Context: an optimization exercise on an open-source flow, tuned for small area, a short achievable clock period and few clock cycles. The choices shown serve that exercise and are no tape-out recipe. Only simulation tests tie the RTL to the original design; equivalence was not proved. Power figures rest on the tool's default switching activity, not on a simulated workload.

<file path="flow/standard.sh">
#!/bin/bash
# synth_recipe.tcl (not shown) runs the flow's synth.tcl, then flattens the netlist and writes it again
# the make line also repeats each setting of config.mk as NAME=value (left out here)
make -C /OpenROAD-flow-scripts/flow DESIGN_CONFIG=/design/flow/config.mk WORK_HOME=/design/flow/orfs CLKGATE_MAP_FILE= SYNTH_SCRIPT=/design/flow/synth_recipe.tcl "${@:-finish}"
</file>
<file path="flow/flow/run.sh">
#!/bin/bash
# The standard layout, with timing repair aimed at a path delay well below
# the clock period: the clock and the constraints are unchanged, only
# repair_timing's setup margin is raised (and kept to the worst endpoints).
set -euo pipefail
export SETUP_SLACK_MARGIN="${FLOW_SETUP_MARGIN:-9.2}"
export TNS_END_PERCENT="${FLOW_TNS_END:-10}"
export BUFFER_PORTS_ARGS="-buffer_cell sky130_fd_sc_hd__buf_2"
export CTS_ARGS="-sink_clustering_enable -repair_clock_nets -dont_use_dummy_load -buf_list {sky130_fd_sc_hd__clkbuf_4 sky130_fd_sc_hd__clkbuf_8}"
# keep each full adder of the multiplier step a module of its own through
# synthesis, so that it maps to one full-adder cell without inverters around it, and keep the
# two address decodes that gate many flip-flops short;
# the netlist is flattened at the end of synthesis as usual
export SYNTH_KEEP_MODULES="fullAdd startDetect addrDecode"
bash standard.sh > flow_standard.log 2>&1
</file>
<file path="flow/constraint.sdc">
create_clock -name core_clock -period 13.0 [get_ports {clk}]
set_input_delay 2.6000 -clock core_clock [delete_from_list [all_inputs] [get_ports {clk}]]
set_output_delay 2.6000 -clock core_clock [all_outputs]
set_load 0.01 [all_outputs]
</file>
<file path="flow/config.mk">
export PLATFORM = sky130hd
export DESIGN_NAME = mulApbChip
export DESIGN_NICKNAME = mulApbChip
export VERILOG_FILES = /design/flow/design.v
export SDC_FILE = /design/flow/constraint.sdc
export NUM_CORES = 4
export LEC_CHECK = 0
export CAP_MARGIN = 20
export CORE_MARGIN = 2
export CORE_UTILIZATION = 60
export SLEW_MARGIN = 20
</file>
<file path="flow/design.v">
package mulPkg;
	localparam int OperandWidth = 32;
	localparam int ProductWidth = 2 * OperandWidth;
	localparam int DefaultRowsPerStage = 8;
	typedef logic [OperandWidth-1:0] operandT;
	typedef struct packed {
		logic valid;
		operandT a;
		operandT b;
	} mulReqT;
	typedef struct packed {
		operandT hi;
		operandT lo;
	} productHalvesT;
	typedef union packed {
		logic [ProductWidth-1:0] full;
		productHalvesT half;
	} productT;
	typedef struct packed {
		logic valid;
		productT product;
	} mulRspT;
endpackage
package apbPkg;
	localparam int AddrWidth = 8;
	localparam int DataWidth = 32;
	typedef struct packed {
		logic psel;
		logic penable;
		logic pwrite;
		logic [AddrWidth-1:0] paddr;
		logic [DataWidth-1:0] pwdata;
	} apbReqT;
	typedef struct packed {
		logic [DataWidth-1:0] prdata;
		logic pready;
		logic pslverr;
	} apbRspT;
	localparam logic [AddrWidth-1:0] AddrOpA = 8'h00;
	localparam logic [AddrWidth-1:0] AddrOpB = 8'h04;
	localparam logic [AddrWidth-1:0] AddrCtrl = 8'h08;
	localparam logic [AddrWidth-1:0] AddrStatus = 8'h0C;
	localparam logic [AddrWidth-1:0] AddrResLo = 8'h10;
	localparam logic [AddrWidth-1:0] AddrResHi = 8'h14;
	localparam int CtrlStartBit = 0;
	localparam int StatusBusyBit = 0;
	localparam int StatusDoneBit = 1;
endpackage
`timescale 1ns/1ps
module prefixAdder #(
	parameter int Width = mulPkg::OperandWidth
) (
	input logic [Width-1:0] a,
	input logic [Width-1:0] b,
	input logic cin,
	output logic [Width-1:0] sum
);
	localparam int Levels = $clog2(Width);
	logic [Width-1:0] p0;
	logic [Width-1:0] g [Levels+1];
	logic [Width-1:0] p [Levels+1];
	assign p0 = a ^ b;
	assign g[0] = (a & b) | {{(Width-1){1'b0}}, p0[0] & cin};
	assign p[0] = p0;
	for (genvar l = 1; l <= Levels; l++) begin : genLevel
		for (genvar i = 0; i < Width; i++) begin : genBit
			if (((i >> (l-1)) & 1) == 1) begin : genNode
				localparam int J = ((i >> (l-1)) << (l-1)) - 1;
				assign g[l][i] = g[l-1][i] | (p[l-1][i] & g[l-1][J]);
				assign p[l][i] = p[l-1][i] & p[l-1][J];
			end else begin : genPass
				assign g[l][i] = g[l-1][i];
				assign p[l][i] = p[l-1][i];
			end
		end
	end
	assign sum = p0 ^ {g[Levels][Width-2:0], cin};
endmodule
`timescale 1ns/1ps
module mulRow (
	input logic [32:0] accS,
	input logic [32:0] accC,
	input logic idle,
	input logic [31:0] a,
	input logic [3:0] one,
	input logic [3:0] two,
	input logic [3:0] neg,
	input logic d16,
	output logic [40:0] rowX,
	output logic [40:0] rowY
);
	logic [33:0] aExt;
	logic [3:0] negN;
	logic [31:0] top;
	logic [32:0] pp0;
	logic [32:0] pp1;
	logic [32:0] pp2;
	logic [32:0] pp3;
	assign aExt = {1'b0, a, 1'b0};
	assign negN = ~neg;
	assign top = a & {32{d16}};
	assign pp0 = (aExt[33:1] & {33{one[0]}} | aExt[32:0] & {33{two[0]}}) ^ {33{neg[0]}};
	assign pp1 = (aExt[33:1] & {33{one[1]}} | aExt[32:0] & {33{two[1]}}) ^ {33{neg[1]}};
	assign pp2 = (aExt[33:1] & {33{one[2]}} | aExt[32:0] & {33{two[2]}}) ^ {33{neg[2]}};
	assign pp3 = (aExt[33:1] & {33{one[3]}} | aExt[32:0] & {33{two[3]}}) ^ {33{neg[3]}};
	logic fs0, fc0, fs1, fc1, fs2, fc2, fs3, fc3, fs4, fc4, fs5, fc5, fs6, fc6, fs7, fc7;
	logic fs8, fc8, fs9, fc9, fs10, fc10, fs11, fc11, fs12, fc12, fs13, fc13, fs14, fc14, fs15, fc15;
	logic fs16, fc16, fs17, fc17, fs18, fc18, fs19, fc19, fs20, fc20, fs21, fc21, fs22, fc22, fs23, fc23;
	logic fs24, fc24, fs25, fc25, fs26, fc26, fs27, fc27, fs28, fc28, fs29, fc29, fs30, fc30, fs31, fc31;
	logic fs32, fc32, fs33, fc33, fs34, fc34, fs35, fc35, fs36, fc36, fs37, fc37, fs38, fc38, fs39, fc39;
	logic fs40, fc40, fs41, fc41, fs42, fc42, fs43, fc43, fs44, fc44, fs45, fc45, fs46, fc46, fs47, fc47;
	logic fs48, fc48, fs49, fc49, fs50, fc50, fs51, fc51, fs52, fc52, fs53, fc53, fs54, fc54, fs55, fc55;
	logic fs56, fc56, fs57, fc57, fs58, fc58, fs59, fc59, fs60, fc60, fs61, fc61, fs62, fc62, fs63, fc63;
	logic fs64, fc64, fs65, fc65, fs66, fc66, fs67, fc67, fs68, fc68, fs69, fc69, fs70, fc70, fs71, fc71;
	logic fs72, fc72, fs73, fc73, fs74, fc74, fs75, fc75, fs76, fc76, fs77, fc77, fs78, fc78, fs79, fc79;
	logic fs80, fc80, fs81, fc81, fs82, fc82, fs83, fc83, fs84, fc84, fs85, fc85, fs86, fc86, fs87, fc87;
	logic fs88, fc88, fs89, fc89, fs90, fc90, fs91, fc91, fs92, fc92, fs93, fc93, fs94, fc94, fs95, fc95;
	logic fs96, fc96, fs97, fc97, fs98, fc98, fs99, fc99, fs100, fc100, fs101, fc101, fs102, fc102, fs103, fc103;
	logic fs104, fc104, fs105, fc105, fs106, fc106, fs107, fc107, fs108, fc108, fs109, fc109, fs110, fc110, fs111, fc111;
	logic fs112, fc112, fs113, fc113, fs114, fc114, fs115, fc115, fs116, fc116, fs117, fc117, fs118, fc118, fs119, fc119;
	logic fs120, fc120, fs121, fc121, fs122, fc122, fs123, fc123, fs124, fc124, fs125, fc125, fs126, fc126, fs127, fc127;
	logic fs128, fc128, fs129, fc129, fs130, fc130, fs131, fc131, fs132, fc132, fs133, fc133, fs134, fc134, fs135, fc135;
	logic fs136, fc136, fs137, fc137, fs138, fc138, fs139, fc139, fs140, fc140, fs141, fc141, fs142, fc142, fs143, fc143;
	logic fs144, fc144, fs145, fc145, fs146, fc146, fs147, fc147, fs148, fc148, fs149, fc149, fs150, fc150, fs151, fc151;
	logic fs152, fc152, fs153, fc153, fs154, fc154, fs155, fc155, fs156, fc156, fs157, fc157, fs158, fc158, fs159, fc159;
	logic fs160, fc160, fs161, fc161, hs0, hc0, hs1, hc1, hs2, hc2, hs3, hc3, hs4, hc4, hs5, hc5;
	logic hs6, hc6, hs7, hc7, hs8, hc8, hs9, hc9, hs10, hc10, hs11, hc11;
	assign hs0 = accS[6] ^ accC[6];
	assign hc0 = accS[6] & accC[6];
	assign hs1 = accS[7] ^ accC[7];
	assign hc1 = accS[7] & accC[7];
	fullAdd fa0 (.x(accS[8]), .y(accC[8]), .z(top[0]), .s(fs0), .c(fc0));
	fullAdd fa1 (.x(accS[9]), .y(accC[9]), .z(top[1]), .s(fs1), .c(fc1));
	fullAdd fa2 (.x(accS[10]), .y(accC[10]), .z(top[2]), .s(fs2), .c(fc2));
	fullAdd fa3 (.x(accS[11]), .y(accC[11]), .z(top[3]), .s(fs3), .c(fc3));
	fullAdd fa4 (.x(accS[12]), .y(accC[12]), .z(top[4]), .s(fs4), .c(fc4));
	fullAdd fa5 (.x(accS[13]), .y(accC[13]), .z(top[5]), .s(fs5), .c(fc5));
	fullAdd fa6 (.x(accS[14]), .y(accC[14]), .z(top[6]), .s(fs6), .c(fc6));
	fullAdd fa7 (.x(accS[15]), .y(accC[15]), .z(top[7]), .s(fs7), .c(fc7));
	fullAdd fa8 (.x(accS[16]), .y(accC[16]), .z(top[8]), .s(fs8), .c(fc8));
	fullAdd fa9 (.x(accS[17]), .y(accC[17]), .z(top[9]), .s(fs9), .c(fc9));
	fullAdd fa10 (.x(accS[18]), .y(accC[18]), .z(top[10]), .s(fs10), .c(fc10));
	fullAdd fa11 (.x(accS[19]), .y(accC[19]), .z(top[11]), .s(fs11), .c(fc11));
	fullAdd fa12 (.x(accS[20]), .y(accC[20]), .z(top[12]), .s(fs12), .c(fc12));
	fullAdd fa13 (.x(accS[21]), .y(accC[21]), .z(top[13]), .s(fs13), .c(fc13));
	fullAdd fa14 (.x(accS[22]), .y(accC[22]), .z(top[14]), .s(fs14), .c(fc14));
	fullAdd fa15 (.x(accS[23]), .y(accC[23]), .z(top[15]), .s(fs15), .c(fc15));
	fullAdd fa16 (.x(accS[24]), .y(accC[24]), .z(top[16]), .s(fs16), .c(fc16));
	fullAdd fa17 (.x(accS[25]), .y(accC[25]), .z(top[17]), .s(fs17), .c(fc17));
	fullAdd fa18 (.x(accS[26]), .y(accC[26]), .z(top[18]), .s(fs18), .c(fc18));
	fullAdd fa19 (.x(accS[27]), .y(accC[27]), .z(top[19]), .s(fs19), .c(fc19));
	fullAdd fa20 (.x(accS[28]), .y(accC[28]), .z(top[20]), .s(fs20), .c(fc20));
	fullAdd fa21 (.x(accS[29]), .y(accC[29]), .z(top[21]), .s(fs21), .c(fc21));
	fullAdd fa22 (.x(accS[30]), .y(accC[30]), .z(top[22]), .s(fs22), .c(fc22));
	fullAdd fa23 (.x(accS[31]), .y(accC[31]), .z(top[23]), .s(fs23), .c(fc23));
	fullAdd fa24 (.x(1'b1), .y(accS[32]), .z(accC[32]), .s(fs24), .c(fc24));
	fullAdd fa25 (.x(idle), .y(top[24]), .z(pp0[32]), .s(fs25), .c(fc25));
	assign hs2 = negN[0] ^ top[25];
	assign hc2 = negN[0] & top[25];
	assign hs3 = accS[2] ^ accC[2];
	assign hc3 = accS[2] & accC[2];
	assign hs4 = accS[3] ^ accC[3];
	assign hc4 = accS[3] & accC[3];
	fullAdd fa26 (.x(accS[4]), .y(accC[4]), .z(neg[2]), .s(fs26), .c(fc26));
	assign hs5 = pp0[4] ^ pp1[2];
	assign hc5 = pp0[4] & pp1[2];
	fullAdd fa27 (.x(accS[5]), .y(accC[5]), .z(pp0[5]), .s(fs27), .c(fc27));
	assign hs6 = pp1[3] ^ pp2[1];
	assign hc6 = pp1[3] & pp2[1];
	fullAdd fa28 (.x(neg[3]), .y(hs0), .z(pp0[6]), .s(fs28), .c(fc28));
	fullAdd fa29 (.x(pp1[4]), .y(pp2[2]), .z(pp3[0]), .s(fs29), .c(fc29));
	fullAdd fa30 (.x(hc0), .y(hs1), .z(pp0[7]), .s(fs30), .c(fc30));
	fullAdd fa31 (.x(pp1[5]), .y(pp2[3]), .z(pp3[1]), .s(fs31), .c(fc31));
	fullAdd fa32 (.x(hc1), .y(fs0), .z(pp0[8]), .s(fs32), .c(fc32));
	fullAdd fa33 (.x(pp1[6]), .y(pp2[4]), .z(pp3[2]), .s(fs33), .c(fc33));
	fullAdd fa34 (.x(fc0), .y(fs1), .z(pp0[9]), .s(fs34), .c(fc34));
	fullAdd fa35 (.x(pp1[7]), .y(pp2[5]), .z(pp3[3]), .s(fs35), .c(fc35));
	fullAdd fa36 (.x(fc1), .y(fs2), .z(pp0[10]), .s(fs36), .c(fc36));
	fullAdd fa37 (.x(pp1[8]), .y(pp2[6]), .z(pp3[4]), .s(fs37), .c(fc37));
	fullAdd fa38 (.x(fc2), .y(fs3), .z(pp0[11]), .s(fs38), .c(fc38));
	fullAdd fa39 (.x(pp1[9]), .y(pp2[7]), .z(pp3[5]), .s(fs39), .c(fc39));
	fullAdd fa40 (.x(fc3), .y(fs4), .z(pp0[12]), .s(fs40), .c(fc40));
	fullAdd fa41 (.x(pp1[10]), .y(pp2[8]), .z(pp3[6]), .s(fs41), .c(fc41));
	fullAdd fa42 (.x(fc4), .y(fs5), .z(pp0[13]), .s(fs42), .c(fc42));
	fullAdd fa43 (.x(pp1[11]), .y(pp2[9]), .z(pp3[7]), .s(fs43), .c(fc43));
	fullAdd fa44 (.x(fc5), .y(fs6), .z(pp0[14]), .s(fs44), .c(fc44));
	fullAdd fa45 (.x(pp1[12]), .y(pp2[10]), .z(pp3[8]), .s(fs45), .c(fc45));
	fullAdd fa46 (.x(fc6), .y(fs7), .z(pp0[15]), .s(fs46), .c(fc46));
	fullAdd fa47 (.x(pp1[13]), .y(pp2[11]), .z(pp3[9]), .s(fs47), .c(fc47));
	fullAdd fa48 (.x(fc7), .y(fs8), .z(pp0[16]), .s(fs48), .c(fc48));
	fullAdd fa49 (.x(pp1[14]), .y(pp2[12]), .z(pp3[10]), .s(fs49), .c(fc49));
	fullAdd fa50 (.x(fc8), .y(fs9), .z(pp0[17]), .s(fs50), .c(fc50));
	fullAdd fa51 (.x(pp1[15]), .y(pp2[13]), .z(pp3[11]), .s(fs51), .c(fc51));
	fullAdd fa52 (.x(fc9), .y(fs10), .z(pp0[18]), .s(fs52), .c(fc52));
	fullAdd fa53 (.x(pp1[16]), .y(pp2[14]), .z(pp3[12]), .s(fs53), .c(fc53));
	fullAdd fa54 (.x(fc10), .y(fs11), .z(pp0[19]), .s(fs54), .c(fc54));
	fullAdd fa55 (.x(pp1[17]), .y(pp2[15]), .z(pp3[13]), .s(fs55), .c(fc55));
	fullAdd fa56 (.x(fc11), .y(fs12), .z(pp0[20]), .s(fs56), .c(fc56));
	fullAdd fa57 (.x(pp1[18]), .y(pp2[16]), .z(pp3[14]), .s(fs57), .c(fc57));
	fullAdd fa58 (.x(fc12), .y(fs13), .z(pp0[21]), .s(fs58), .c(fc58));
	fullAdd fa59 (.x(pp1[19]), .y(pp2[17]), .z(pp3[15]), .s(fs59), .c(fc59));
	fullAdd fa60 (.x(fc13), .y(fs14), .z(pp0[22]), .s(fs60), .c(fc60));
	fullAdd fa61 (.x(pp1[20]), .y(pp2[18]), .z(pp3[16]), .s(fs61), .c(fc61));
	fullAdd fa62 (.x(fc14), .y(fs15), .z(pp0[23]), .s(fs62), .c(fc62));
	fullAdd fa63 (.x(pp1[21]), .y(pp2[19]), .z(pp3[17]), .s(fs63), .c(fc63));
	fullAdd fa64 (.x(fc15), .y(fs16), .z(pp0[24]), .s(fs64), .c(fc64));
	fullAdd fa65 (.x(pp1[22]), .y(pp2[20]), .z(pp3[18]), .s(fs65), .c(fc65));
	fullAdd fa66 (.x(fc16), .y(fs17), .z(pp0[25]), .s(fs66), .c(fc66));
	fullAdd fa67 (.x(pp1[23]), .y(pp2[21]), .z(pp3[19]), .s(fs67), .c(fc67));
	fullAdd fa68 (.x(fc17), .y(fs18), .z(pp0[26]), .s(fs68), .c(fc68));
	fullAdd fa69 (.x(pp1[24]), .y(pp2[22]), .z(pp3[20]), .s(fs69), .c(fc69));
	fullAdd fa70 (.x(fc18), .y(fs19), .z(pp0[27]), .s(fs70), .c(fc70));
	fullAdd fa71 (.x(pp1[25]), .y(pp2[23]), .z(pp3[21]), .s(fs71), .c(fc71));
	fullAdd fa72 (.x(fc19), .y(fs20), .z(pp0[28]), .s(fs72), .c(fc72));
	fullAdd fa73 (.x(pp1[26]), .y(pp2[24]), .z(pp3[22]), .s(fs73), .c(fc73));
	fullAdd fa74 (.x(fc20), .y(fs21), .z(pp0[29]), .s(fs74), .c(fc74));
	fullAdd fa75 (.x(pp1[27]), .y(pp2[25]), .z(pp3[23]), .s(fs75), .c(fc75));
	fullAdd fa76 (.x(fc21), .y(fs22), .z(pp0[30]), .s(fs76), .c(fc76));
	fullAdd fa77 (.x(pp1[28]), .y(pp2[26]), .z(pp3[24]), .s(fs77), .c(fc77));
	fullAdd fa78 (.x(fc22), .y(fs23), .z(pp0[31]), .s(fs78), .c(fc78));
	fullAdd fa79 (.x(pp1[29]), .y(pp2[27]), .z(pp3[25]), .s(fs79), .c(fc79));
	fullAdd fa80 (.x(fc23), .y(fs24), .z(pp1[30]), .s(fs80), .c(fc80));
	fullAdd fa81 (.x(pp2[28]), .y(pp3[26]), .z(fs25), .s(fs81), .c(fc81));
	fullAdd fa82 (.x(fc24), .y(hs2), .z(pp1[31]), .s(fs82), .c(fc82));
	fullAdd fa83 (.x(pp2[29]), .y(pp3[27]), .z(fc25), .s(fs83), .c(fc83));
	fullAdd fa84 (.x(1'b1), .y(top[26]), .z(hc2), .s(fs84), .c(fc84));
	fullAdd fa85 (.x(pp1[32]), .y(pp2[30]), .z(pp3[28]), .s(fs85), .c(fc85));
	fullAdd fa86 (.x(negN[1]), .y(top[27]), .z(pp2[31]), .s(fs86), .c(fc86));
	assign hs7 = 1'b1 ^ top[28];
	assign hc7 = 1'b1 & top[28];
	assign hs8 = accS[0] ^ accC[0];
	assign hc8 = accS[0] & accC[0];
	assign hs9 = accS[1] ^ accC[1];
	assign hc9 = accS[1] & accC[1];
	fullAdd fa87 (.x(neg[1]), .y(hs3), .z(pp0[2]), .s(fs87), .c(fc87));
	fullAdd fa88 (.x(hc3), .y(hs4), .z(pp0[3]), .s(fs88), .c(fc88));
	fullAdd fa89 (.x(hc4), .y(fs26), .z(pp2[0]), .s(fs89), .c(fc89));
	fullAdd fa90 (.x(fc26), .y(hc5), .z(fs27), .s(fs90), .c(fc90));
	fullAdd fa91 (.x(fc27), .y(hc6), .z(fs28), .s(fs91), .c(fc91));
	fullAdd fa92 (.x(fc28), .y(fc29), .z(fs30), .s(fs92), .c(fc92));
	fullAdd fa93 (.x(fc30), .y(fc31), .z(fs32), .s(fs93), .c(fc93));
	fullAdd fa94 (.x(fc32), .y(fc33), .z(fs34), .s(fs94), .c(fc94));
	fullAdd fa95 (.x(fc34), .y(fc35), .z(fs36), .s(fs95), .c(fc95));
	fullAdd fa96 (.x(fc36), .y(fc37), .z(fs38), .s(fs96), .c(fc96));
	fullAdd fa97 (.x(fc38), .y(fc39), .z(fs40), .s(fs97), .c(fc97));
	fullAdd fa98 (.x(fc40), .y(fc41), .z(fs42), .s(fs98), .c(fc98));
	fullAdd fa99 (.x(fc42), .y(fc43), .z(fs44), .s(fs99), .c(fc99));
	fullAdd fa100 (.x(fc44), .y(fc45), .z(fs46), .s(fs100), .c(fc100));
	fullAdd fa101 (.x(fc46), .y(fc47), .z(fs48), .s(fs101), .c(fc101));
	fullAdd fa102 (.x(fc48), .y(fc49), .z(fs50), .s(fs102), .c(fc102));
	fullAdd fa103 (.x(fc50), .y(fc51), .z(fs52), .s(fs103), .c(fc103));
	fullAdd fa104 (.x(fc52), .y(fc53), .z(fs54), .s(fs104), .c(fc104));
	fullAdd fa105 (.x(fc54), .y(fc55), .z(fs56), .s(fs105), .c(fc105));
	fullAdd fa106 (.x(fc56), .y(fc57), .z(fs58), .s(fs106), .c(fc106));
	fullAdd fa107 (.x(fc58), .y(fc59), .z(fs60), .s(fs107), .c(fc107));
	fullAdd fa108 (.x(fc60), .y(fc61), .z(fs62), .s(fs108), .c(fc108));
	fullAdd fa109 (.x(fc62), .y(fc63), .z(fs64), .s(fs109), .c(fc109));
	fullAdd fa110 (.x(fc64), .y(fc65), .z(fs66), .s(fs110), .c(fc110));
	fullAdd fa111 (.x(fc66), .y(fc67), .z(fs68), .s(fs111), .c(fc111));
	fullAdd fa112 (.x(fc68), .y(fc69), .z(fs70), .s(fs112), .c(fc112));
	fullAdd fa113 (.x(fc70), .y(fc71), .z(fs72), .s(fs113), .c(fc113));
	fullAdd fa114 (.x(fc72), .y(fc73), .z(fs74), .s(fs114), .c(fc114));
	fullAdd fa115 (.x(fc74), .y(fc75), .z(fs76), .s(fs115), .c(fc115));
	fullAdd fa116 (.x(fc76), .y(fc77), .z(fs78), .s(fs116), .c(fc116));
	fullAdd fa117 (.x(fc78), .y(fc79), .z(fs80), .s(fs117), .c(fc117));
	fullAdd fa118 (.x(fc80), .y(fs82), .z(fc81), .s(fs118), .c(fc118));
	fullAdd fa119 (.x(fc82), .y(fs84), .z(fs85), .s(fs119), .c(fc119));
	fullAdd fa120 (.x(pp3[29]), .y(fc84), .z(fc85), .s(fs120), .c(fc120));
	fullAdd fa121 (.x(hs7), .y(pp2[32]), .z(pp3[30]), .s(fs121), .c(fc121));
	fullAdd fa122 (.x(negN[2]), .y(top[29]), .z(hc7), .s(fs122), .c(fc122));
	assign hs10 = 1'b1 ^ top[30];
	assign hc10 = 1'b1 & top[30];
	assign hs11 = neg[0] ^ hs8;
	assign hc11 = neg[0] & hs8;
	fullAdd fa123 (.x(hc8), .y(hs9), .z(pp0[1]), .s(fs123), .c(fc123));
	fullAdd fa124 (.x(hc9), .y(pp1[0]), .z(fs87), .s(fs124), .c(fc124));
	fullAdd fa125 (.x(pp1[1]), .y(fc87), .z(fs88), .s(fs125), .c(fc125));
	fullAdd fa126 (.x(fc88), .y(fs89), .z(hs5), .s(fs126), .c(fc126));
	fullAdd fa127 (.x(fc89), .y(hs6), .z(fs90), .s(fs127), .c(fc127));
	fullAdd fa128 (.x(fs29), .y(fc90), .z(fs91), .s(fs128), .c(fc128));
	fullAdd fa129 (.x(fs31), .y(fc91), .z(fs92), .s(fs129), .c(fc129));
	fullAdd fa130 (.x(fs33), .y(fc92), .z(fs93), .s(fs130), .c(fc130));
	fullAdd fa131 (.x(fs35), .y(fc93), .z(fs94), .s(fs131), .c(fc131));
	fullAdd fa132 (.x(fs37), .y(fc94), .z(fs95), .s(fs132), .c(fc132));
	fullAdd fa133 (.x(fs39), .y(fc95), .z(fs96), .s(fs133), .c(fc133));
	fullAdd fa134 (.x(fs41), .y(fc96), .z(fs97), .s(fs134), .c(fc134));
	fullAdd fa135 (.x(fs43), .y(fc97), .z(fs98), .s(fs135), .c(fc135));
	fullAdd fa136 (.x(fs45), .y(fc98), .z(fs99), .s(fs136), .c(fc136));
	fullAdd fa137 (.x(fs47), .y(fc99), .z(fs100), .s(fs137), .c(fc137));
	fullAdd fa138 (.x(fs49), .y(fc100), .z(fs101), .s(fs138), .c(fc138));
	fullAdd fa139 (.x(fs51), .y(fc101), .z(fs102), .s(fs139), .c(fc139));
	fullAdd fa140 (.x(fs53), .y(fc102), .z(fs103), .s(fs140), .c(fc140));
	fullAdd fa141 (.x(fs55), .y(fc103), .z(fs104), .s(fs141), .c(fc141));
	fullAdd fa142 (.x(fs57), .y(fc104), .z(fs105), .s(fs142), .c(fc142));
	fullAdd fa143 (.x(fs59), .y(fc105), .z(fs106), .s(fs143), .c(fc143));
	fullAdd fa144 (.x(fs61), .y(fc106), .z(fs107), .s(fs144), .c(fc144));
	fullAdd fa145 (.x(fs63), .y(fc107), .z(fs108), .s(fs145), .c(fc145));
	fullAdd fa146 (.x(fs65), .y(fc108), .z(fs109), .s(fs146), .c(fc146));
	fullAdd fa147 (.x(fs67), .y(fc109), .z(fs110), .s(fs147), .c(fc147));
	fullAdd fa148 (.x(fs69), .y(fc110), .z(fs111), .s(fs148), .c(fc148));
	fullAdd fa149 (.x(fs71), .y(fc111), .z(fs112), .s(fs149), .c(fc149));
	fullAdd fa150 (.x(fs73), .y(fc112), .z(fs113), .s(fs150), .c(fc150));
	fullAdd fa151 (.x(fs75), .y(fc113), .z(fs114), .s(fs151), .c(fc151));
	fullAdd fa152 (.x(fs77), .y(fc114), .z(fs115), .s(fs152), .c(fc152));
	fullAdd fa153 (.x(fs79), .y(fc115), .z(fs116), .s(fs153), .c(fc153));
	fullAdd fa154 (.x(fc116), .y(fs117), .z(fs81), .s(fs154), .c(fc154));
	fullAdd fa155 (.x(fc117), .y(fs83), .z(fs118), .s(fs155), .c(fc155));
	fullAdd fa156 (.x(fs119), .y(fc83), .z(fc118), .s(fs156), .c(fc156));
	fullAdd fa157 (.x(fs86), .y(fc119), .z(fs120), .s(fs157), .c(fc157));
	fullAdd fa158 (.x(fs121), .y(fc86), .z(fc120), .s(fs158), .c(fc158));
	fullAdd fa159 (.x(pp3[31]), .y(fc121), .z(fs122), .s(fs159), .c(fc159));
	fullAdd fa160 (.x(hs10), .y(pp3[32]), .z(fc122), .s(fs160), .c(fc160));
	fullAdd fa161 (.x(negN[3]), .y(top[31]), .z(hc10), .s(fs161), .c(fc161));
	assign rowX[0] = hs11;
	assign rowY[0] = pp0[0];
	assign rowX[1] = hc11;
	assign rowY[1] = fs123;
	assign rowX[2] = fc123;
	assign rowY[2] = fs124;
	assign rowX[3] = fc124;
	assign rowY[3] = fs125;
	assign rowX[4] = fc125;
	assign rowY[4] = fs126;
	assign rowX[5] = fc126;
	assign rowY[5] = fs127;
	assign rowX[6] = fc127;
	assign rowY[6] = fs128;
	assign rowX[7] = fc128;
	assign rowY[7] = fs129;
	assign rowX[8] = fc129;
	assign rowY[8] = fs130;
	assign rowX[9] = fc130;
	assign rowY[9] = fs131;
	assign rowX[10] = fc131;
	assign rowY[10] = fs132;
	assign rowX[11] = fc132;
	assign rowY[11] = fs133;
	assign rowX[12] = fc133;
	assign rowY[12] = fs134;
	assign rowX[13] = fc134;
	assign rowY[13] = fs135;
	assign rowX[14] = fc135;
	assign rowY[14] = fs136;
	assign rowX[15] = fc136;
	assign rowY[15] = fs137;
	assign rowX[16] = fc137;
	assign rowY[16] = fs138;
	assign rowX[17] = fc138;
	assign rowY[17] = fs139;
	assign rowX[18] = fc139;
	assign rowY[18] = fs140;
	assign rowX[19] = fc140;
	assign rowY[19] = fs141;
	assign rowX[20] = fc141;
	assign rowY[20] = fs142;
	assign rowX[21] = fc142;
	assign rowY[21] = fs143;
	assign rowX[22] = fc143;
	assign rowY[22] = fs144;
	assign rowX[23] = fc144;
	assign rowY[23] = fs145;
	assign rowX[24] = fc145;
	assign rowY[24] = fs146;
	assign rowX[25] = fc146;
	assign rowY[25] = fs147;
	assign rowX[26] = fc147;
	assign rowY[26] = fs148;
	assign rowX[27] = fc148;
	assign rowY[27] = fs149;
	assign rowX[28] = fc149;
	assign rowY[28] = fs150;
	assign rowX[29] = fc150;
	assign rowY[29] = fs151;
	assign rowX[30] = fc151;
	assign rowY[30] = fs152;
	assign rowX[31] = fc152;
	assign rowY[31] = fs153;
	assign rowX[32] = fc153;
	assign rowY[32] = fs154;
	assign rowX[33] = fc154;
	assign rowY[33] = fs155;
	assign rowX[34] = fc155;
	assign rowY[34] = fs156;
	assign rowX[35] = fc156;
	assign rowY[35] = fs157;
	assign rowX[36] = fc157;
	assign rowY[36] = fs158;
	assign rowX[37] = fc158;
	assign rowY[37] = fs159;
	assign rowX[38] = fc159;
	assign rowY[38] = fs160;
	assign rowX[39] = fc160;
	assign rowY[39] = fs161;
	assign rowX[40] = fc161;
	assign rowY[40] = 1'b0;
endmodule
module fullAdd (
	input logic x,
	input logic y,
	input logic z,
	output logic s,
	output logic c
);
	assign s = x ^ y ^ z;
	assign c = (x & y) | (x & z) | (y & z);
endmodule
`timescale 1ns/1ps
module mulArray (
	input logic clk,
	input logic arstN,
	input logic [31:0] a,
	input logic [31:0] b,
	input logic wrB,
	input logic [7:0] bLoNext,
	input logic aValidNext,
	input logic bValidNext,
	input logic go,
	output mulPkg::productT product
);
	logic run1;
	logic run2;
	logic run3;
	logic running;
	logic first;
	logic [3:0] oneQ;
	logic [3:0] twoQ;
	logic [3:0] negQ;
	logic d16Q;
	logic [3:0] oneD;
	logic [3:0] twoD;
	logic [3:0] negD;
	logic digitsOn;
	logic [32:0] accS;
	logic [32:0] accC;
	logic [7:0] byteS;
	logic [7:0] byteC;
	logic [23:0] lowQ;
	logic lowCarry;
	logic [40:0] rowX;
	logic [40:0] rowY;
	logic [8:0] byteSum;
	logic [39:0] topSum;
	assign first = go & ~running;
	always_ff @(posedge clk or negedge arstN) begin
		if (!arstN) begin
			run1 <= 1'b0;
			run2 <= 1'b0;
			run3 <= 1'b0;
			running <= 1'b0;
		end else begin
			run1 <= first;
			run2 <= run1;
			run3 <= run2;
			running <= first | run1 | run2;
		end
	end
	function automatic logic [11:0] booth(input logic [7:0] g, input logic below);
		logic [3:0] one;
		logic [3:0] two;
		logic [3:0] neg;
		for (int j = 0; j < 4; j++) begin
			logic hi;
			logic mid;
			logic lo;
			hi = g[2*j+1];
			mid = g[2*j];
			lo = (j == 0) ? below : g[2*j-1];
			neg[j] = hi;
			one[j] = mid ^ lo;
			two[j] = (hi & ~mid & ~lo) | (~hi & mid & lo);
		end
		booth = {neg, two, one};
	endfunction
	logic [11:0] digitsFirst;
	logic [11:0] digitsRun;
	logic [11:0] digitsD;
	logic [7:0] groupRest;
	logic groupRestBelow;
	assign digitsFirst = booth(b[15:8], b[7]);
	always_comb begin
		if (run1) begin
			groupRest = b[23:16];
			groupRestBelow = b[15];
		end else if (run2) begin
			groupRest = b[31:24];
			groupRestBelow = b[23];
		end else begin
			groupRest = wrB ? bLoNext : b[7:0];
			groupRestBelow = 1'b0;
		end
	end
	assign digitsRun = booth(groupRest, groupRestBelow);
	assign digitsD = first ? digitsFirst : digitsRun;
	assign digitsOn = aValidNext & bValidNext;
	assign {negD, twoD, oneD} = digitsD & {12{digitsOn}};
	always_ff @(posedge clk) begin
		oneQ <= oneD;
		twoQ <= twoD;
		negQ <= negD;
		d16Q <= run2 & b[31] & digitsOn;
	end
	mulRow mulRow_i (
		.accS(accS & {33{running}}),
		.accC(accC & {33{running}}),
		.idle(~running),
		.a(a),
		.one(oneQ),
		.two(twoQ),
		.neg(negQ),
		.d16(d16Q),
		.rowX(rowX),
		.rowY(rowY)
	);
	assign byteSum = {1'b0, byteS} + {1'b0, byteC} + {8'd0, lowCarry & (run2 | run3)};
	always_ff @(posedge clk) begin
		if (go | running) begin
			accS <= rowX[40:8];
			accC <= rowY[40:8];
			byteS <= rowX[7:0];
			byteC <= rowY[7:0];
		end
		if (running) begin
			lowCarry <= byteSum[8];
		end
		if (run1) begin
			lowQ[7:0] <= byteSum[7:0];
		end
		if (run2) begin
			lowQ[15:8] <= byteSum[7:0];
		end
		if (run3) begin
			lowQ[23:16] <= byteSum[7:0];
		end
	end
	prefixAdder #(
		.Width(40)
	) prefixAdder_i (
		.a({accS[31:0], byteS}),
		.b({accC[31:0], byteC}),
		.cin(lowCarry),
		.sum(topSum)
	);
	assign product.half.hi = topSum[39:8];
	assign product.half.lo = {topSum[7:0], lowQ};
endmodule
`timescale 1ns/1ps
module mulApbRegs (
	input logic clk,
	input logic arstN,
	input apbPkg::apbReqT apbReq,
	output apbPkg::apbRspT apbRsp,
	output mulPkg::operandT opA,
	output mulPkg::operandT opB,
	output logic opBWrite,
	output logic [7:0] opBLoNext,
	output logic opAValidNext,
	output logic opBValidNext,
	output logic go,
	input mulPkg::productT product
);
	logic setup;
	logic done;
	logic inMap;
	logic inMapHi;
	logic inMapLo;
	logic mapped;
	logic wrOpA;
	logic wrOpB;
	logic opAValid;
	logic opBValid;
	mulPkg::operandT opARead;
	mulPkg::operandT opBRead;
	mulPkg::productT result;
	logic [apbPkg::DataWidth-1:0] readWord;
	logic [apbPkg::DataWidth-1:0] prdataQ;
	logic pslverrQ;
	assign setup = apbReq.psel & ~apbReq.penable;
	startDetect startDetect_i (
		.psel(apbReq.psel),
		.penable(apbReq.penable),
		.pwrite(apbReq.pwrite),
		.paddr(apbReq.paddr),
		.startBit(apbReq.pwdata[apbPkg::CtrlStartBit]),
		.go(go)
	);
	addrDecode addrDecode_i (
		.paddr(apbReq.paddr),
		.inMapHi(inMapHi),
		.inMapLo(inMapLo)
	);
	assign inMap = inMapHi & inMapLo;
	assign mapped = inMap & ~(apbReq.paddr[4] & apbReq.paddr[3]);
	assign opARead = opA & {32{opAValid}};
	assign opBRead = opB & {32{opBValid}};
	assign result = product & {64{done}};
	always_comb begin
		case ({apbReq.paddr[4], apbReq.paddr[2]})
			2'b00: readWord = opARead;
			2'b01: readWord = opBRead;
			2'b10: readWord = result.half.lo;
			default: readWord = result.half.hi;
		endcase
		if (apbReq.paddr[3]) begin
			readWord = '0;
			readWord[apbPkg::StatusDoneBit] = done & apbReq.paddr[2] & ~apbReq.paddr[4];
		end
		if (!inMap) begin
			readWord = '0;
		end
	end
	always_ff @(posedge clk) begin
		prdataQ <= readWord;
		pslverrQ <= ~mapped;
	end
	always_comb begin
		apbRsp.prdata = prdataQ;
		apbRsp.pready = 1'b1;
		apbRsp.pslverr = pslverrQ;
	end
	always_ff @(posedge clk or negedge arstN) begin
		if (!arstN) begin
			wrOpA <= 1'b0;
			wrOpB <= 1'b0;
			opAValid <= 1'b0;
			opBValid <= 1'b0;
			done <= 1'b0;
		end else begin
			wrOpA <= setup && apbReq.pwrite && (apbReq.paddr == apbPkg::AddrOpA);
			wrOpB <= setup && apbReq.pwrite && (apbReq.paddr == apbPkg::AddrOpB);
			if (wrOpA) begin
				opAValid <= 1'b1;
			end
			if (wrOpB) begin
				opBValid <= 1'b1;
			end
			if (go) begin
				done <= 1'b1;
			end
		end
	end
	always_ff @(posedge clk) begin
		if (wrOpA) begin
			opA <= apbReq.pwdata;
		end
		if (wrOpB) begin
			opB <= apbReq.pwdata;
		end
	end
	assign opBWrite = wrOpB;
	assign opBLoNext = apbReq.pwdata[7:0];
	assign opAValidNext = opAValid | wrOpA;
	assign opBValidNext = opBValid | wrOpB;
endmodule
module startDetect (
	input logic psel,
	input logic penable,
	input logic pwrite,
	input logic [apbPkg::AddrWidth-1:0] paddr,
	input logic startBit,
	output logic go
);
	assign go = psel & ~penable & pwrite & startBit & (paddr == apbPkg::AddrCtrl);
endmodule
module addrDecode (
	input logic [apbPkg::AddrWidth-1:0] paddr,
	output logic inMapHi,
	output logic inMapLo
);
	assign inMapHi = (paddr[7:5] == 3'b000);
	assign inMapLo = (paddr[1:0] == 2'b00);
endmodule
`timescale 1ns/1ps
module mulApbTop (
	input logic clk,
	input logic arstN,
	input apbPkg::apbReqT apbReq,
	output apbPkg::apbRspT apbRsp
);
	mulPkg::operandT opA;
	mulPkg::operandT opB;
	logic go;
	logic opBWrite;
	logic [7:0] opBLoNext;
	logic opAValidNext;
	logic opBValidNext;
	mulPkg::productT product;
	mulApbRegs mulApbRegs_i (
		.clk(clk),
		.arstN(arstN),
		.apbReq(apbReq),
		.apbRsp(apbRsp),
		.opA(opA),
		.opB(opB),
		.opBWrite(opBWrite),
		.opBLoNext(opBLoNext),
		.opAValidNext(opAValidNext),
		.opBValidNext(opBValidNext),
		.go(go),
		.product(product)
	);
	mulArray mulArray_i (
		.clk(clk),
		.arstN(arstN),
		.a(opA),
		.b(opB),
		.wrB(opBWrite),
		.bLoNext(opBLoNext),
		.aValidNext(opAValidNext),
		.bValidNext(opBValidNext),
		.go(go),
		.product(product)
	);
endmodule
`timescale 1ns/1ps
module mulApbChip (
	input logic clk,
	input logic arstN,
	input logic psel,
	input logic penable,
	input logic pwrite,
	input logic [7:0] paddr,
	input logic [31:0] pwdata,
	output logic [31:0] prdata,
	output logic pready,
	output logic pslverr
);
	apbPkg::apbReqT apbReq;
	apbPkg::apbRspT apbRsp;
	assign apbReq.psel = psel;
	assign apbReq.penable = penable;
	assign apbReq.pwrite = pwrite;
	assign apbReq.paddr = paddr;
	assign apbReq.pwdata = pwdata;
	assign prdata = apbRsp.prdata;
	assign pready = apbRsp.pready;
	assign pslverr = apbRsp.pslverr;
	mulApbTop mulApbTop_i (
		.clk(clk),
		.arstN(arstN),
		.apbReq(apbReq),
		.apbRsp(apbRsp)
	);
endmodule
</file>
==> results of run 1 <==
[power groups by stage]
stage / logic (W) / clock network (W) / registers, W
final: 0.0000229 / 0.000543 / 0.000769
after global routing: 0.0000254 / 0.000576 / 0.000768
after CTS: 0.0000226 / 0.000552 / 0.000769
after detailed placement: 0.0000225 / 0 / 0.000783
after global placement: 0.0000221 / 0 / 0.000783
after floorplan: 0.00000886 / 0 / 0.000783
[modules after synthesis (local to each module, per instance)]
module	flip-flops and latches	area, um2	copies in the design
addrDecode	0	13.76	1
fullAdd	0	20.02	162
startDetect	0	32.53	1
mulApbChip	225	12850	1
[kinds of logic after synthesis]
family	share of synthesized area
flops	0.3873
mux	0.007443
other cells	0.0004653
xor+xnor	0.09117
simple gates	0.08822
buf+inv	0.03434
compound gates	0.1417
fa+ha+maj	0.2493
[stage by stage]
step / hold WS, ps / area, um2 / instances / power [W]
after floorplan: 444.4 / 16150 / 1356 / 0.0007917
after global placement: 470.8 / 16650 / 1674 / 0.0008053
after detailed placement: 466.8 / 16650 / 1674 / 0.0008057
after CTS: 489.3 / 17240 / 1717 / 0.001343
after global routing: 509.7 / 17260 / 1717 / 0.001370
final: 490.4 / 17260 / 1717 / 0.001334
[timing repair]
item                       in CTS  in global routing
setup endpoints to repair      68                 62
gates cloned                    2                  0
pin swaps                       1                  0
gates resized for setup         6                  6
setup buffers                   1                  0
hold endpoints to repair        0                  0
[area by class of cell]
class	instances	area share
Multi-Input combinational cell	987	0.5432
Sequential cell	225	0.3634
Clock buffer	40	0.03190
Timing Repair Buffer	91	0.02958
Tap cell	341	0.02472
Inverter	33	0.007178
[per-layer routing]
| layer | part of all wire | track usage | vias to the layer above |
|---|---|---|---|
| li1 | - | - | 4836 |
| met1 | 0.41 | 0.5072 | 5751 |
| met2 | 0.45 | 0.5455 | 720 |
| met3 | 0.11 | 0.08181 | 126 |
| met4 | 0.038 | 0.1229 | 4 |
| met5 | 0.00047 | 0 | - |
[path summary, 6_finish.rpt]
| kind | from | to |
|---|---|---|
| min in group asynchronous | arstN | mulApbTop_i.mulApbRegs_i.opBValid |
| setup reg to reg | mulApbTop_i.mulArray_i.running | mulApbTop_i.mulArray_i.accC[0] |
| hold / removal | mulApbTop_i.mulApbRegs_i.opBValid | mulApbTop_i.mulApbRegs_i.opBValid |
| hold reg to reg | mulApbTop_i.mulApbRegs_i.opBValid | mulApbTop_i.mulApbRegs_i.opBValid |
| max in group asynchronous | arstN | mulApbTop_i.mulArray_i.running |
| setup / recovery | paddr[2] | mulApbTop_i.mulArray_i.accC[23] |
[Yosys cell counts (all sizes together), types with 2 or more instances]
library cell  instances
nand2b                4
xnor2               155
clkbuf               82
and3b                 2
ha                   48
o21a                  2
o211ai                3
and2                 93
a31oi                12
o21ai                23
nor2b                 4
nor4bb                2
nor2                 54
conb                  2
o21bai                4
o2111ai               3
nand2                52
a2111oi               2
and4                  3
a21o                 13
nand4                 7
nor4                  2
buf                  31
dfxtp                46
nor3                  8
xor2                 13
nor3b                 3
and3                  7
edfxtp              170
a21boi                3
a222oi               12
or2                   7
a22o                  5
inv                  33
nand3                 7
mux2i                12
o22ai                13
a211oi               16
a21oi                55
a22oi               145
fa                  171
nand3b                2
dfrtp                 9
or3                   6
[worst max-delay path: stages]
cell	delay [ps]
buf_2	140
nor4bb_1	270
and3_2	430
or2_2	520
[state kept, by name, indices dropped and copies added (netlist names), 4 cells and up]
| signal | cells |
|---|---|
| mulApbTop_i.mulArray_i.oneQ | 4 |
| mulApbTop_i.mulArray_i.accC | 32 |
| mulApbTop_i.mulArray_i.negQ | 4 |
| mulApbTop_i.mulApbRegs_i.prdataQ | 32 |
| mulApbTop_i.mulApbRegs_i.opA | 32 |
| mulApbTop_i.mulArray_i.lowQ | 24 |
| mulApbTop_i.mulApbRegs_i.opB | 32 |
| mulApbTop_i.mulArray_i.byteS | 8 |
| mulApbTop_i.mulArray_i.twoQ | 4 |
| mulApbTop_i.mulArray_i.byteC | 8 |
| mulApbTop_i.mulArray_i.accS | 33 |
==> qor.yml, run 1 <==
status:
  status: "finished clean"
clock_network:
  clk_latency_ps: 580
  cts_hold_buf: 0
  cts_tree: "yes"
  clkSinkCount: 225
  cts_max_level: 2
  cts-root-buf: "clkbuf_8"
  clk_pin_slew_ps: 60
  cts_buffers: 40
  ctsLongestPathBuffers: 3
sta:
  post-route-min-period_ps: 3829
  final.period_utilization: 0.2945
  hold_violations: 0
  rsz0062_at_grt: "true"
  setup_viol: 0
  fin_ws_ps: 9171
  finalSetupTns_ps: 0
  max_freq_mhz: 261.2
  drv_slew: 0
  relSlewSlack: 0.2543
  skew_ps: 93.72
  worst_pin_slew_ps: 1119
finish:
  final_common_cell: "fa_1"
  postLayoutCoreUtil: 0.6476
  drive_gt1_frac: 0.1243
  nFillCells: 2124
  layout_common_cells: "fa_1 (171), edfxtp_1 (170), xnor2_1 (155), a22oi_1 (145), and2_1 (93)"
  multi_input_area_mm2: 0.009375
  nets: 1642
  antenna_cells: 0
  areaGrowthSynthToFinish_pct: 6.931
  regArea_mm2: 0.006271
synth:
  avgSynthCellArea_um2: 11.92
  synth_top_area_cell: "edfxtp_1"
  async_flop_share: 0.04000
  synth.area.top_cells: "edfxtp_1 (32%), fa_1 (21%), xnor2_1 (8.4%), a22oi_1 (6.7%), dfxtp_1 (5.7%)"
  syn_area_mm2: 0.01614
  netlist.area_leader.share: 0.3163
  synth_edf_count: 170
  synth-main-ff-cell: "edfxtp_1"
  yosys.cell_types.count: 66
  yosysSeqAreaShare: 0.3873
  syn_inst: 1354
  ys.warnings.count: 5
  synth-seq-cells: 225
power:
  ir_worst_vdd_v: 0.00007702
  seq_power_share: 0.576
  power_frac_comb: 0.017
  p_int_w: 0.001048
  leakagePower_nw: 6.885
  clkPwrFrac: 0.407
  p_sw_w: 0.0002860
  swShare: 0.2143
  p_per_area_mw_per_mm2: 77.31
drt:
  drtAntennaViolNets: 0
  vias: 11437
  totalWireLength_mm: 49.09
  wl_per_cell_um: 28.59
  vias_per_cell: 6.661
  route.detailed.drc: 0
  first_iter_violations: 1355
  first_pass_iters: 10
grt:
  grt_pass1_vias: 11718
  grt_pass1_wl_mm: 73.52
  antenna_found_initial: 1
  grt_usage: 0.3565
  grt.overflow.total: 0
  grt_max_degree: 44
critical_path:
  cp.required_ps: 13140
  critPathLaunchType: "input pin"
  critPathMaxFanout: 19
  worstRegToRegCells: 6
  crit_type: "in -> reg"
  worst_setup_path_end_kind: "flop"
  cp.arrival_ps: 3970
  r2r_slack_ps: 9320
placement:
  io_buffers: 77
  hpwlAfterDp_mm: 33.47
  dp_slack_ps: 8061
  place.gp.congestion: 0.8965
floorplan:
  top_level_ports: 79
  die_x_um: 168.0
  rows: 60
  die_h_um: 168.0
  start_util: 0.6056
  die_area_mm2: 0.02823
  core_area_mm2: 0.02665
flow_run:
  cap_violations: 0
min_path:
  hold_path_class: "reg -> reg"
  min_path_cells: 1
Testbench counts, summed over its fixed seeds: cycles 14,400.
==> run 2, diff against run 1 <==
--- a/flow/config.mk
+++ b/flow/config.mk
@@ -9,3 +9,3 @@
 export CORE_MARGIN = 2
-export CORE_UTILIZATION = 60
+export CORE_UTILIZATION = 40
 export SLEW_MARGIN = 20
==> run 2 against run 1 <==
Still clean. Via count is 0.45% higher. Register-to-register slack gained 30 ps. Synthesized area is the same. Synthesized cell count stayed put. Highest routed layer is now met4.
==> qor.yml, run 2 <==
sta:
  final.period_utilization: 0.2881
  hold_violations: 0
  finalSetupTns_ps: 0
  skew_ps: 48.75
  drv_slew: 0
  post-route-min-period_ps: 3746
  worst_pin_slew_ps: 1006
  rsz0062_at_grt: "true"
  setup_viol: 0
  max_freq_mhz: 267.0
  relSlewSlack: 0.3294
finish:
  areaGrowthSynthToFinish_pct: 8.319
  antenna_cells: 0
  instances_no_fill: 1901
  largest_reg_flops: 33
  layout_common_cells: "fa_1 (171), edfxtp_1 (170), xnor2_1 (155), a22oi_1 (145), and2_1 (93)"
  drive_gt1_frac: 0.1243
  nets: 1642
  postLayoutCoreUtil: 0.4390
  regMostFlops: "mulApbTop_i.mulArray_i.accS"
  final_common_cell: "fa_1"
critical_path:
  crit_family: "simple AND/OR/NAND/NOR gates"
  cp.required_ps: 13190
  slowest_stage: "or2_2"
  worst_setup_path_end_kind: "flop"
  cp.arrival_ps: 3940
  cp_slowest_stage_delay_ps: 520
  cp_cell_sequence: "buf_2 > nor4bb_1 > and3_1 > or2_2"
  critPathMaxFanout: 18
  crit_type: "in -> reg"
  worst-path-buf-inv: 1
  critPathLaunchType: "input pin"
synth:
  yosysSeqAreaShare: 0.3873
  synth_top_area_cell: "edfxtp_1"
  yosys.cell_types.count: 66
  synth_most_common_cell: "fa_1"
  synth_edf_count: 170
  async_flop_share: 0.04000
  ys.warnings.count: 5
  syn_area_mm2: 0.01614
  synth-main-ff-cell: "edfxtp_1"
  synth.area.top_cells: "edfxtp_1 (32%), fa_1 (21%), xnor2_1 (8.4%), a22oi_1 (6.7%), dfxtp_1 (5.7%)"
  avgSynthCellArea_um2: 11.92
  synth-seq-cells: 225
  syn_inst: 1354
  netlist.area_leader.share: 0.3163
  synthTopCellsByCount: "fa_1 (171), edfxtp_1 (170), xnor2_1 (155)"
power:
  leakagePower_nw: 6.896
  clkPwrFrac: 0.406
  p_per_area_mw_per_mm2: 76.41
  seq_power_share: 0.575
  power_frac_comb: 0.018
  ir_worst_vdd_v: 0.00006934
  p_int_w: 0.001048
  swShare: 0.2151
  p_sw_w: 0.0002873
floorplan:
  rows: 73
  top_level_ports: 79
  die_x_um: 204.9
  die_h_um: 204.9
  die_area_mm2: 0.04197
  start_util: 0.4053
  core_area_mm2: 0.03982
grt:
  grt_pass1_wl_mm: 75.69
  grt_pass1_vias: 11870
  grt_usage: 0.2448
  grt_max_degree: 47
  antenna_found_initial: 0
  grt.overflow.total: 0
drt:
  first_iter_violations: 1358
  vias_per_cell: 6.044
  totalWireLength_mm: 50.22
  first_pass_iters: 8
  drtAntennaViolNets: 0
  met1Wirelength_mm: 20.93
  dr_wl_met3_mm: 4.290
  wl_per_cell_um: 26.42
  route.detailed.drc: 0
  top_layer: "met4"
  vias: 11489
  met2RoutedLength_mm: 23.17
clock_network:
  cts_max_level: 2
  ctsLongestPathBuffers: 3
  cts-root-buf: "clkbuf_8"
  cts_tree: "yes"
  clkSinkCount: 225
  clk_pin_slew_ps: 50
  cts_buffers: 40
  clk_latency_ps: 570
  cts_hold_buf: 0
status:
  status: "finished clean"
min_path:
  hold_path_class: "reg -> reg"
flow_run:
  cap_violations: 0
placement:
  place.gp.congestion: 0.9111
  place_inst: 1859
  hpwlAfterDp_mm: 35.22
  io_buffers: 77
run 2: cell types whose count changed in the layout (fill, tap and decap cells not counted), sizes merged:
cell	before	now
buf	91	92
or2	9	8
run 2: layer usage:
metal	track usage	vias to the layer above
met5	0	-
met4	0.09275	0
met3	0.04518	124
met2	0.3855	677
met1	0.3365	5843
li1	-	4845
run 2: worst register-to-register path, delay by kind of cell, from the launching register on:
kind / cells / cell delay, ps
and+or+nand+nor: 1 / 250
DFF: 1 / 650
adders and majority gates: 4 / 2000
buffers and inverters: 1 / 470
run 2: worst paths after layout:
| check | start | to | slack, ps | cells after the start |
|---|---|---|---|---|
| worst max register to register | mulApbTop_i.mulArray_i.running | mulApbTop_i.mulArray_i.accC[7] | 9350 | 6 |
| min in group asynchronous | arstN | mulApbTop_i.mulArray_i.run2 | 1900 | 1 |
| worst min register to register | mulApbTop_i.mulApbRegs_i.opAValid | mulApbTop_i.mulApbRegs_i.opAValid | 480 | 1 |
| worst max-delay path | paddr[3] | mulApbTop_i.mulArray_i.accC[8] | 9250 | 4 |
| worst min-delay path | mulApbTop_i.mulApbRegs_i.opAValid | mulApbTop_i.mulApbRegs_i.opAValid | 480 | 1 |
| max in group asynchronous | arstN | mulApbTop_i.mulApbRegs_i.wrOpB | 10860 | 1 |
run 2: area by class of cell:
type                            instances  area [um2]
Clock buffer                           40       550.5
Tap cell                              525       656.9
Multi-Input combinational cell        986        9371
Fill cell                            3724       22340
Sequential cell                       225        6269
Timing Repair Buffer                   92       510.5
Inverter                               33       123.9
run 2: cell families (layout without fill, tap and decap cells):
logic type               count (synthesis)  count (layout)  share of synthesized area
XOR/XNOR                               168             168                    0.09117
buffers and inverters                  146             165                    0.03434
AND/OR/NAND/NOR                        266             267                    0.08822
multiplexers                            12              12                   0.007443
other                                    2               4                  0.0004653
flip-flops                             225             225                     0.3873
adder cells (fa/ha/maj)                219             219                     0.2493
AO/OA/AOI/OAI                          316             316                     0.1417
run 2: through the flow:
stage               hold WS [ps]  total power, W  setup slack (ps)  instance area (um2)
global placement           472.2       0.0008064              8155                16880
floorplan                  444.4       0.0007917              8926                16150
finish                     479.0        0.001336              9254                17480
detailed placement         474.5       0.0008071              8083                16880
global route               502.7        0.001373              9146                17480
CTS                        488.5        0.001348              9127                17470
run 2: power groups by stage:
stage,sequential [W],clock (W),combinational [W]
2_1_floorplan,0.000783,0,0.00000886
3_3_place_gp,0.000783,0,0.0000233
3_5_place_dp,0.000783,0,0.0000239
4_1_cts,0.000769,0.000555,0.0000241
5_1_grt,0.000768,0.000578,0.0000266
6_report,0.000769,0.000543,0.0000242
run 2: timing repair:
| action | in CTS | in global routing |
|---|---|---|
| buffers inserted | 1 | 0 |
| pin swaps | 0 | 0 |
| gates cloned | 1 | 0 |
| resized for setup | 5 | 6 |
| endpoints found under the setup margin | 70 | 17 |
run 2: per-module statistics from Yosys, one instance, submodules excluded:
module	copies in the design	area (um2)
addrDecode	1	13.76
fullAdd	162	20.02
startDetect	1	32.53
mulApbChip	1	12850
==> run 3, diff against run 2 <==
--- a/flow/flow/run.sh
+++ b/flow/flow/run.sh
@@ -5,3 +5,3 @@
 set -euo pipefail
-export SETUP_SLACK_MARGIN="${FLOW_SETUP_MARGIN:-9.2}"
+export SETUP_SLACK_MARGIN="${FLOW_SETUP_MARGIN:-9.3}"
 export TNS_END_PERCENT="${FLOW_TNS_END:-10}"
==> run 3 against run 2 <==
Still clean. Combinational power about the same. Maximum frequency decreased by 0.85%. Power about the same.
==> qor.yml, run 3 <==
clock_network:
  cts-root-buf: "clkbuf_8"
  clkSinkCount: 225
  cts_max_level: 2
  clk_latency_ps: 570
  cts_buffers: 40
  ctsLongestPathBuffers: 3
  clk_pin_slew_ps: 50
  cts_hold_buf: 0
  cts_tree: "yes"
floorplan:
  core_area_mm2: 0.03982
  rows: 73
  die_area_mm2: 0.04197
  die_h_um: 204.9
  die_x_um: 204.9
  top_level_ports: 79
  start_util: 0.4053
finish:
  nets: 1642
  instances_no_fill: 1901
  drive_gt1_frac: 0.1265
  largest_reg_flops: 33
  areaGrowthSynthToFinish_pct: 8.435
  regMostFlops: "mulApbTop_i.mulArray_i.accS"
  postLayoutCoreUtil: 0.4395
  final_common_cell: "fa_1"
  antenna_cells: 0
  layout_common_cells: "fa_1 (171), edfxtp_1 (170), xnor2_1 (155), a22oi_1 (145), and2_1 (93)"
grt:
  antenna_found_initial: 0
  grt.overflow.total: 0
  grt_usage: 0.2448
  grt_max_degree: 47
  grt_pass1_vias: 11870
  grt_pass1_wl_mm: 75.69
critical_path:
  cp.required_ps: 13200
  crit_type: "in -> reg"
  worst_setup_path_end_kind: "flop"
  r2r_slack_ps: 9360
  cp.arrival_ps: 3980
  critPathLaunchType: "input pin"
  critPathMaxFanout: 46
  worstRegToRegCells: 6
  r2r-start: "mulApbTop_i.mulArray_i.running"
  rr_endpoint: "mulApbTop_i.mulArray_i.accC[7]"
placement:
  io_buffers: 77
  place.gp.congestion: 0.9111
  place_inst: 1859
  hpwlAfterDp_mm: 35.22
drt:
  vias: 11419
  wl_per_cell_um: 26.41
  drtAntennaViolNets: 0
  first_iter_violations: 1353
  totalWireLength_mm: 50.21
  route.detailed.drc: 0
  vias_per_cell: 6.007
  first_pass_iters: 6
min_path:
  min_path_cells: 1
  whs_endpoint: "mulApbTop_i.mulApbRegs_i.opAValid"
  hold_path_class: "reg -> reg"
  hold_start: "mulApbTop_i.mulApbRegs_i.opAValid"
synth:
  synth.area.top_cells: "edfxtp_1 (32%), fa_1 (21%), xnor2_1 (8.4%), a22oi_1 (6.7%), dfxtp_1 (5.7%)"
  synthTopCellsByCount: "fa_1 (171), edfxtp_1 (170), xnor2_1 (155)"
  syn_inst: 1354
  avgSynthCellArea_um2: 11.92
  netlist.area_leader.share: 0.3163
  synth_edf_count: 170
  synth-main-ff-cell: "edfxtp_1"
  ys.warnings.count: 5
  yosysSeqAreaShare: 0.3873
  syn_area_mm2: 0.01614
  async_flop_share: 0.04000
  synth-seq-cells: 225
  synth_top_area_cell: "edfxtp_1"
  synth_most_common_cell: "fa_1"
  yosys.cell_types.count: 66
sta:
  final.period_utilization: 0.2906
  skew_ps: 52.07
  drv_slew: 0
  finalSetupTns_ps: 0
  setup_viol: 0
  post-route-min-period_ps: 3778
  worst_pin_slew_ps: 1061
  relSlewSlack: 0.2925
  rsz0062_at_grt: "true"
  max_freq_mhz: 264.7
  hold_violations: 0
status:
  status: "finished clean"
flow_run:
  cap_violations: 0
power:
  finalPower_w: 0.001335
  ir_worst_vdd_v: 0.00006847
  p_per_area_mw_per_mm2: 76.26
  leakagePower_nw: 6.897
==> run 3: layout make-up <==
cell class	instances	area (um2)
Clock buffer	40	550.5
Fill cell	3721	22320
Inverter	33	123.9
Multi-Input combinational cell	986	9390
Sequential cell	225	6269
Tap cell	525	656.9
Timing Repair Buffer	92	510.5
==> run 3: where the power goes <==
part	internal, W	leakage, nW	total, W	switching [W]
Combinational	0.00000974	4.52	0.0000243	0.0000146
Clock	0.000271	0.288	0.000542	0.000271
Sequential	0.000768	2.09	0.000769	0.000000676
Total	0.00105	6.90	0.00133	0.000286
==> run 3: cell families after synthesis <==
logic type | synth area share
AOI/OAI and AO/OA | 0.1417
and+or+nand+nor | 0.08822
DFF | 0.3873
adders and majority gates | 0.2493
xor gates and xnor gates | 0.09117
buffers and inverters | 0.03434
muxes | 0.007443
other | 0.0004653
==> run 3: stage by stage <==
step | setup WS (ps) | hold WS [ps] | instance area (um2)
global placement | 8155 | 472.2 | 16880
CTS | 9127 | 488.5 | 17470
detailed placement | 8083 | 474.5 | 16880
floorplan | 8926 | 444.4 | 16150
global route | 9166 | 502.7 | 17500
finish | 9222 | 479.1 | 17500
==> run 3: worst max path at each step <==
stage,from,to,slack [ps],depth (start not counted)
2_1_floorplan,penable,mulApbTop_i.mulArray_i.accC[0],8930,3
5_1_grt,paddr[3],mulApbTop_i.mulArray_i.accC[10],9170,5
3_3_place_gp,paddr[3],mulApbTop_i.mulArray_i.accC[9],8160,5
3_5_place_dp,paddr[3],mulApbTop_i.mulArray_i.accC[9],8080,5
6_report,paddr[3],mulApbTop_i.mulArray_i.accS[10],9220,5
4_1_cts,paddr[3],mulApbTop_i.mulArray_i.twoQ[2],9130,7
==> run 3: critical path, stage by stage <==
cell	delay, ps
buf_2	170
nor4bb_1	300
and3_1	380
or2_4	220
buf_12	250
==> run 3: what timing repair did <==
item	CTS	global route
gates resized for setup	5	11
pin swaps	0	1
gates cloned	1	0
buffers inserted	1	0
setup endpoints to repair	92	113
==> run 3: metal layers <==
layer  vias to the layer above  wire (um)  global-route usage
met2                       697      23220              0.3855
met5                         -          0                   0
met3                       109       4461             0.04518
met4                         0       1757             0.09275
met1                      5766      20770              0.3365
li1                       4847          -                   -
==> run 3: per-module statistics from Yosys, one instance, submodules excluded <==
module       times used  cells  flip-flops and latches
fullAdd             162      1                       0
mulApbChip            1   1186                     225
addrDecode            1      2                       0
startDetect           1      4                       0
==> run 4, diff against run 3 <==
--- a/flow/flow/run.sh
+++ b/flow/flow/run.sh
@@ -5,3 +5,3 @@
 set -euo pipefail
-export SETUP_SLACK_MARGIN="${FLOW_SETUP_MARGIN:-9.3}"
+export SETUP_SLACK_MARGIN="${FLOW_SETUP_MARGIN:-9.5}"
 export TNS_END_PERCENT="${FLOW_TNS_END:-10}"
==> run 4 against run 3 <==
Die area unchanged. Non-clock buffer count up 7. Clock-buffer cell count unchanged. Combinational power up 4%. Hold slack about the same. Critical path type is now reg -> out. Highest routed layer unchanged.
==> qor.yml, run 4 <==
grt:
  antenna_found_initial: 0
  grt_usage: 0.2463
  grt_pass1_wl_mm: 76.13
  grt.overflow.total: 0
  grt_pass1_vias: 11884
  grt_max_degree: 44
sta:
  worst_pin_slew_ps: 1086
  relSlewSlack: 0.2760
  drv_slew: 0
  finalSetupTns_ps: 0
  fin_ws_ps: 9360
  setup_viol: 0
  rsz0062_at_grt: "true"
  skew_ps: 49.09
  final.period_utilization: 0.2800
  post-route-min-period_ps: 3640
  max_freq_mhz: 274.7
  hold_violations: 0
synth:
  synth_edf_count: 170
  synth-main-ff-cell: "edfxtp_1"
  synth_most_common_cell: "fa_1"
  avgSynthCellArea_um2: 11.92
  syn_area_mm2: 0.01614
  synthTopCellsByCount: "fa_1 (171), edfxtp_1 (170), xnor2_1 (155)"
  async_flop_share: 0.04000
  synth_top_area_cell: "edfxtp_1"
  synth-seq-cells: 225
  ys.warnings.count: 5
  synth.area.top_cells: "edfxtp_1 (32%), fa_1 (21%), xnor2_1 (8.4%), a22oi_1 (6.7%), dfxtp_1 (5.7%)"
  yosys.cell_types.count: 66
  netlist.area_leader.share: 0.3163
  yosysSeqAreaShare: 0.3873
  syn_inst: 1354
drt:
  first_pass_iters: 9
  vias_per_cell: 6.004
  vias: 11461
  route.detailed.drc: 0
  drtAntennaViolNets: 0
  totalWireLength_mm: 51.04
  wl_per_cell_um: 26.74
  first_iter_violations: 1499
power:
  p_sw_w: 0.0002907
  p_per_area_mw_per_mm2: 75.42
  seq_power_share: 0.574
  p_int_w: 0.001049
  power_frac_comb: 0.019
  swShare: 0.2170
  ir_worst_vdd_v: 0.00006933
  clkPwrFrac: 0.407
  leakagePower_nw: 6.971
floorplan:
  die_x_um: 204.9
  die_area_mm2: 0.04197
  core_area_mm2: 0.03982
  die_h_um: 204.9
  top_level_ports: 79
  start_util: 0.4053
  rows: 73
placement:
  dp_slack_ps: 8083
  io_buffers: 77
  hpwlAfterDp_mm: 35.22
  place.gp.congestion: 0.9111
  place_area_mm2: 0.01688
critical_path:
  crit_type: "reg -> out"
  critPathLaunchType: "flop"
  cp_slowest_stage_delay_ps: 350
  cp.arrival_ps: 1040
  worst_setup_path_end_kind: "primary output"
  r2r_slack_ps: 9620
  critPathMaxFanout: 1
  cp_cell_sequence: "buf_2"
  cp.required_ps: 10400
  slowest_stage: "dfxtp_1"
  worst-path-buf-inv: 1
  crit_family: "flip-flops"
finish:
  areaGrowthSynthToFinish_pct: 10.02
  regArea_mm2: 0.006299
  largest_reg_flops: 33
  nFillCells: 3701
  drive_gt1_frac: 0.1525
  nets: 1650
  multi_input_area_mm2: 0.009474
  fin_area_mm2: 0.01776
  antenna_cells: 0
  final_common_cell: "fa_1"
  layout_common_cells: "fa_1 (171), edfxtp_1 (170), xnor2_1 (155), a22oi_1 (145), and2_1 (93)"
  regMostFlops: "mulApbTop_i.mulArray_i.accS"
clock_network:
  cts-root-buf: "clkbuf_8"
  cts_buffers: 40
  ctsLongestPathBuffers: 3
  clk_latency_ps: 570
  cts_tree: "yes"
  cts_hold_buf: 0
  clkSinkCount: 225
  clk_pin_slew_ps: 60
  cts_max_level: 2
flow_run:
  cap_violations: 0
status:
  status: "finished clean"
min_path:
  hold_path_class: "reg -> reg"
## run 4: layout make-up
class | instances | area share
Multi-Input combinational cell | 987 | 0.5335
Inverter | 33 | 0.006976
Tap cell | 525 | 0.03699
Clock buffer | 40 | 0.03100
Sequential cell | 225 | 0.3547
Timing Repair Buffer | 99 | 0.03678
## run 4: layer usage
metal / up-vias / track usage / part of all wire
li1: 4868 / - / -
met3: 130 / 0.04852 / 0.094
met2: 707 / 0.3880 / 0.46
met4: 0 / 0.09250 / 0.039
met1: 5756 / 0.3368 / 0.41
met5: - / 0 / 0
## run 4: worst paths after layout
kind	endpoint	depth (start not counted)	startpoint
setup / recovery	prdata[27]	1	mulApbTop_i.mulApbRegs_i.prdataQ[27]
hold / removal	mulApbTop_i.mulApbRegs_i.opAValid	1	mulApbTop_i.mulApbRegs_i.opAValid
setup reg to reg	mulApbTop_i.mulArray_i.accC[0]	6	mulApbTop_i.mulArray_i.running
hold reg to reg	mulApbTop_i.mulApbRegs_i.opAValid	1	mulApbTop_i.mulApbRegs_i.opAValid
max in group asynchronous	mulApbTop_i.mulApbRegs_i.wrOpB	1	arstN
min in group asynchronous	mulApbTop_i.mulArray_i.run3	1	arstN
## run 4: Yosys stat by module (local to each module, per instance)
module	cell area (um2)	times used	cells inside	flip-flops and latches
mulApbChip	12850	1	1186	225
startDetect	32.53	1	4	0
fullAdd	20.02	162	1	0
addrDecode	13.76	1	2	0
## run 4: per-stage QoR
stage / total power, W / util / std cells / hold WS [ps]
after floorplan: 0.0007917 / - / 1356 / 444.4
after global placement: 0.0008064 / 0.4240 / 1859 / 472.2
after detailed placement: 0.0008071 / 0.4240 / 1859 / 474.5
after CTS: 0.001348 / 0.4415 / 1903 / 488.5
after global routing: 0.001374 / 0.4459 / 1909 / 502.7
final: 0.001339 / 0.4459 / 1909 / 478.8
## run 4: logic make-up (layout without fill, tap and decap cells)
family	Yosys count	in the layout	share of synthesized area
compound gates	316	316	0.1417
simple gates	266	268	0.08822
flops	225	225	0.3873
fa+ha+maj	219	219	0.2493
xor+xnor	168	168	0.09117
buf+inv	146	172	0.03434
mux	12	12	0.007443
other cells	2	4	0.0004653
## run 4: power groups by stage
| stage | combinational [W] | clock, W | sequential, W |
|---|---|---|---|
| 2_1_floorplan | 0.00000886 | 0 | 0.000783 |
| 3_3_place_gp | 0.0000233 | 0 | 0.000783 |
| 3_5_place_dp | 0.0000239 | 0 | 0.000783 |
| 4_1_cts | 0.0000244 | 0.000555 | 0.000768 |
| 5_1_grt | 0.0000276 | 0.000578 | 0.000768 |
| 6_report | 0.0000253 | 0.000546 | 0.000768 |
## run 4: what timing repair did
item / in CTS / in global routing
pin swaps: 1 / 3
buffers inserted: 2 / 5
resized for setup: 35 / 36
gates cloned: 2 / 1
endpoints found under the setup margin: 181 / 186

Setup slack of run 4, layout unchanged: 9.360 ns with ideal ports, 9.307 ns with driving cells assumed (clock clkbuf_16, inputs buf_2), 8.804 ns with port delays also shifted by the 0.597 ns mid clock arrival.
